This design comes from an exercise in tuning for small area, a short achievable clock period and few clock cycles on the open sky130 flow, not from production work. No functional check of the RTL was part of any run shown here.

==> flow/design.v, too long to show whole: its modules and the start of the top module <==
// module lsq_ucode: 55 lines
// module lsq_div: 64 lines
// module lsq_mac: 3195 lines
// module lsq_sq12: 164 lines
// module lsq_mxy: 511 lines
// module lsq_mux: 801 lines
// module lsq_muu: 879 lines
// module lsq_add110: 942 lines
// module lsq_add55: 420 lines
// module lsq_add34: 242 lines
// module lsq_add44: 320 lines
// module lsq_dsub: 823 lines
// module lsq_add22: 142 lines
// module lsq_add33: 236 lines
// module least_squares_parabola_fit_unit: 346 lines
module least_squares_parabola_fit_unit (
  input  logic                              clk,
  input  logic                              rst_n,
  input  logic                              in_valid,
  output logic                              in_ready,
  input  logic signed [lsq_pkg::XW-1:0]     in_point_x,
  input  logic signed [lsq_pkg::XW-1:0]     in_point_y,
  input  logic                              in_last_point,
  output logic                              out_valid,
  input  logic                              out_ready,
  output logic signed [lsq_pkg::CoefW-1:0]  out_coef_a,
  output logic signed [lsq_pkg::CoefW-1:0]  out_coef_b,
  output logic signed [lsq_pkg::CoefW-1:0]  out_coef_c,
  output logic                              out_singular
);
  // ...
==> flow/run.sh <==
#!/bin/bash
# synth_recipe.tcl (not shown) runs the flow's synth.tcl, then flattens the netlist and writes it again
# the make line also repeats each setting of config.mk as NAME=value (left out here)
make -C /OpenROAD-flow-scripts/flow DESIGN_CONFIG=/design/flow/config.mk WORK_HOME=/design/flow/orfs CLKGATE_MAP_FILE= SYNTH_SCRIPT=/design/flow/synth_recipe.tcl finish
==> flow/config.mk <==
export PLATFORM = sky130hd
export DESIGN_NAME = least_squares_parabola_fit_unit
export DESIGN_NICKNAME = least_squares_parabola_fit_unit
export VERILOG_FILES = /design/flow/design.v
export SDC_FILE = /design/flow/constraint.sdc
export NUM_CORES = 8
export LEC_CHECK = 0
export CAP_MARGIN = 20
export CORE_MARGIN = 2
export CORE_UTILIZATION = 45
export SETUP_SLACK_MARGIN = 5
export SLEW_MARGIN = 20
==> flow/constraint.sdc <==
create_clock -name core_clock -period 10.0 [get_ports {clk}]
set_input_delay 2.0000 -clock core_clock [delete_from_list [all_inputs] [get_ports {clk}]]
set_output_delay 2.0000 -clock core_clock [all_outputs]
set_load 0.01 [all_outputs]
==> flow_summary_export.csv, run 1 <==
group,metric,value,unit
clock_network,cts_setup_buffers,222,
critical_path,crit_fanout,7,
sta,finClkSkew,74.0,ps
critical_path,cp_common_cell,"fa_1",
finish,area_delta_synth_final,14.4,%
route,met3_length,71300,microns
finish,fin_area,218000,sq um
global_route,grt-ovfl-total,0,
synthesis,syn-num-nets,20652,
synthesis,synth_xor_area_share,10.9,%
global_route,busiest_layer,"met2",
critical_path,cp_num_buf_inv,5,
synthesis,synthTopCellsByCount,"2456 x inv_1, 1661 x edfxtp_1, 1621 x fa_1, 1579 x a22oi_1, 1222 x xnor2_1",
synthesis,yosysWarnings,5,
critical_path,path_class,"register to register",
finish,multi_input_area_share,50.6,%
finish,clock_cell_area_share,5.03,%
critical_path,r2r-start,"l0",
worst_hold_path,min-delay-start,"sxy_s[0]",
synthesis,async_reset_ff_share,0,%
synthesis,netlist_area,191000,sq um
die,die_w,655,microns
synthesis,synth_area_leaders,"edfxtp_1 26%, fa_1 17%, dfxtp_1 11%",
synthesis,synth_mux_area_share,0.614,%
finish,final_cell_mix,"2416 x inv_1, 1661 x edfxtp_1, 1592 x fa_1",
critical_path,timing.rr.end,"sxy_a[33]",
finish,largestRegisters,"acc_c (110), acc_s (110), nreg (110)",
worst_hold_path,min_path_cells,0,
route,routedWlPerCell,27.5,microns
synthesis,synth_ff_type,"edfxtp_1",
clock_network,ctsHoldBuffers,0,
synthesis,synth_compound_area_share,13.2,%
clock_network,cts_tree,"built",
run_status,status,"timing/DRC/antenna clean",
critical_path,r2r_cells,31,
finish,seq-cell-share,32.3,%
==> inputs of run 2 (changes only) <==
--- a/flow/config.mk
+++ b/flow/config.mk
@@ -7,6 +7,6 @@
 export LEC_CHECK = 0
 export CAP_MARGIN = 20
 export CORE_MARGIN = 2
-export CORE_UTILIZATION = 45
+export CORE_UTILIZATION = 60
 export SETUP_SLACK_MARGIN = 5
 export SLEW_MARGIN = 20
==> run 2 against run 1 <==
Effect of this change:
- count of clock-buffer cells in the layout is 27 higher
- core utilization rose by 16 points
- sequential cell count did not move
- non-clock buffer count is 85 lower
- cell area fell by 2.0%
- hold slack worse by 2.8 ps
- critical path type unchanged
- largest cell class unchanged
==> flow_summary_export.csv, run 2 <==
group,metric,value,unit
placed_design,gp_congestion,0.943,
critical_path,max_stage_delay,520,ps
sta,rsz0062_at_grt,"yes",
run_status,status,"timing/DRC/antenna clean",
critical_path,r2r-start,"l0",
flow_run,drv_cap,0,
placed_design,port_buffers,127,
worst_hold_path,min_path_cells,0,
sta,finClkSkew,55.2,ps
synthesis,synthTopCellsByCount,"2456 x inv_1, 1661 x edfxtp_1, 1621 x fa_1, 1579 x a22oi_1, 1222 x xnor2_1",
sta,setup_viol,0,
clock_network,h-tree-depth,5,
sta,fin_tns_setup,0,ps
route,ant_nets,0,
synthesis,yosysMostFrequentCell,"inv_1",
finish,final_cell_mix,"2422 x inv_1, 1661 x edfxtp_1, 1597 x fa_1",
sta,finalCriticalPeriod,6560,ps
finish,nNetsFinal,20643,
die,rows,207,
route,num_vias,140585,
clock_network,cts.sinks,2687,
finish,drive_above_1_share,9.87,%
finish,layout_commonest_cell,"inv_1",
critical_path,worst-r2r-setup-slack,3440,ps
finish,area_delta_synth_final,12.1,%
route,vias_per_cell,6.24,
die,io_pins,128,
die,dieArea,323000,sq um
clock_network,ctsHoldBuffers,0,
synthesis,synth_top_area_share,26.1,%
synthesis,ys_ff_latch,2687,
clock_network,cts_tree,"built",
clock_network,clk_path_buf_depth,4,
critical_path,path_class,"register to register",
sta,slew-limit-headroom,5.88,%
sta,holdWs,394,ps
synthesis,netlist-cell-type-count,89,
synthesis,synth_area_leaders,"edfxtp_1 26%, fa_1 17%, dfxtp_1 11%",
route,routedWlPerCell,28.8,microns
synthesis,async_reset_ff_share,0,%
route,drt-total-wl,648000,microns
sta,fmax,152,MHz
clock_network,cts_buffers,308,
route,first_pass_iters,8,
synthesis,yosysWarnings,5,
synthesis,syn-num-nets,20652,
finish,largestRegisters,"acc_c (110), acc_s (110), nreg (110)",
sta,slew_viol_final,0,
clock_network,cts-root-buf,"clkbuf_16",
finish,fin_area,214000,sq um
die,initial_core_util,60.2,%
global_route,grt_first_pass_wirelength,940000,microns
critical_path,crit_arrival,7330,ps
synthesis,synth-edff-count,1661,
route,remaining_drc_errors,0,
critical_path,crit_path_start_kind,"register",
global_route,grt_max_degree,168,
critical_path,slowest_stage,"fa_1",
critical_path,r2r_cells,31,
critical_path,crit_fanout,7,
clock_network,worstSkewPairLatency,940,ps
synthesis,synth_ff_type,"edfxtp_1",
synthesis,syn_area_per_cell,10.6,sq um
global_route,grt_usage,39.6,%
worst_hold_path,worstHoldEndpoint,"b_sxy[4]",
placed_design,place_hpwl,429000,microns
critical_path,endpoint_kind,"register",
global_route,grt_pass1_vias,139000,
finish,utilization,67.5,%
route,drt_iter0_drc,16131,
global_route,grt-ovfl-total,0,
synthesis,yosysSeqAreaShare,36.9,%
placed_design,dpl-instance-area,197000,sq um
synthesis,netlist_area,191000,sq um
die,die_w,568,microns
synthesis,synth.largest_area_cell,"edfxtp_1",
critical_path,crit_required,10770,ps
worst_hold_path,min-delay-start,"sxy_s[4]",
worst_hold_path,hp-class,"register to register",
clock_network,clkTransAtPathRegs,60,ps
global_route,antenna_found_initial,40,
sta,hold_viol_final,0,
sta,max_slew.worst_pin.slew,1410,ps
die,coreArea,317000,sq um
sta,period_share,65.6,%
critical_path,timing.rr.end,"sxy_a[33]",
synthesis,syn_inst,18065,
die,die_y,568,microns
run 2: cell count changes in the layout (fill, tap and decap cells not counted), sizes merged, moves of 2 or more:
cell,previous run,this run
bufinv,47,22
clkinvlp,31,21
diode,28,17
buf,714,644
bufbuf,30,28
clkbuf,402,416
inv,2470,2476
nor2b,201,197
run 2: kinds of logic (layout without fill, tap and decap cells):
logic type                 count (synthesis)  in the layout  synth area share [%]
muxes                                    113            113                 0.614
AOI/OAI and AO/OA                       3633           3633                  13.2
buffers and inverters                   3598           3846                  7.08
other                                      0             17                     0
and+or+nand+nor                         3097           3101                  8.14
xor gates and xnor gates                2378           2378                  10.9
DFF                                     2687           2687                  36.9
adders and majority gates               2559           2559                  23.1
run 2: final cells by class:
| type | instances | area [sq um] |
|---|---|---|
| Timing Repair Buffer | 806 | 8500 |
| Timing Repair inverter | 3 | 28.8 |
| Sequential cell | 2687 | 70600 |
| Fill cell | 24448 | 103000 |
| Inverter | 2466 | 9350 |
| Clock inverter | 163 | 1620 |
| Antenna cell | 17 | 42.5 |
| Tap cell | 4180 | 5230 |
| Clock buffer | 408 | 8540 |
| Multi-Input combinational cell | 11784 | 110000 |
run 2: metrics by stage:
| stage | setup slack [ps] | std cells |
|---|---|---|
| global placement | 2350 | 21595 |
| detailed placement | 2340 | 21597 |
| CTS | 3510 | 22415 |
| finish | 3440 | 22514 |
| global route | 3160 | 22498 |
| floorplan | 3700 | 18065 |
run 2: how the worst max path moves through the flow:
stage | end | start | slack, ps | cells past startpoint
6_report | sxy_a[33] | l0 | 3440 | 31
5_1_grt | sxy_a[33] | l0 | 3160 | 32
4_1_cts | sxy_a[33] | l0 | 3510 | 32
3_5_place_dp | sxy_a[33] | l0 | 2340 | 32
3_3_place_gp | sxy_s[33] | l0 | 2350 | 31
2_1_floorplan | sxy_s[33] | l0 | 3700 | 30
run 2: per-layer routing:
metal  part of all wire, %  track usage [%]  vias to the layer above
li1                      -                -                    60948
met2                    44             60.3                     7933
met3                    10             8.51                     2049
met5                 0.016                0                        -
met1                    38             51.5                    69645
met4                   7.7             25.2                       10
run 2: worst max-delay path, delay by kind of cell, from the launching register on:
kind / cells / cell delay, ps
XOR/XNOR: 3 / 400
AND/OR/NAND/NOR: 8 / 1060
buffers and inverters: 5 / 560
AO/OA/AOI/OAI: 9 / 1590
adder cells (fa/ha/maj): 6 / 2450
flip-flops: 1 / 390
run 2: what timing repair did:
| action | in CTS | in global routing |
|---|---|---|
| endpoints found under the setup margin | 549 | 416 |
| cloned | 38 | 6 |
| buffers inserted | 209 | 73 |
| pin swaps | 143 | 131 |
| resized for setup | 496 | 234 |

==> afterwards: timing with drivers on the ports <==
Ports are ideal in the flow. The routed layouts listed here were re-timed in OpenROAD.
Step 1 sets driving cells, clkbuf_16 on the clock port and buf_2 on the other inputs (assumed; they add their load-dependent delay and slew).
Step 2 moves the port delays by t, midway between the first and last clock arrival at a register: inputs arrive t later, outputs are due t later. That takes back most of the time a late clock gives input paths.
a / b / c = no drivers / after step 1 / after step 2; a / b = the first two.
run | shift t [ns] | setup slack, ns | worst data-port slew with drivers (ns)
run 1 | 1.085 | 3.213 / 3.213 / 3.213 | 0.11
run 2 | 1.039 | 3.442 / 3.442 / 3.442 | 0.09
After both steps every run listed still meets setup and hold.
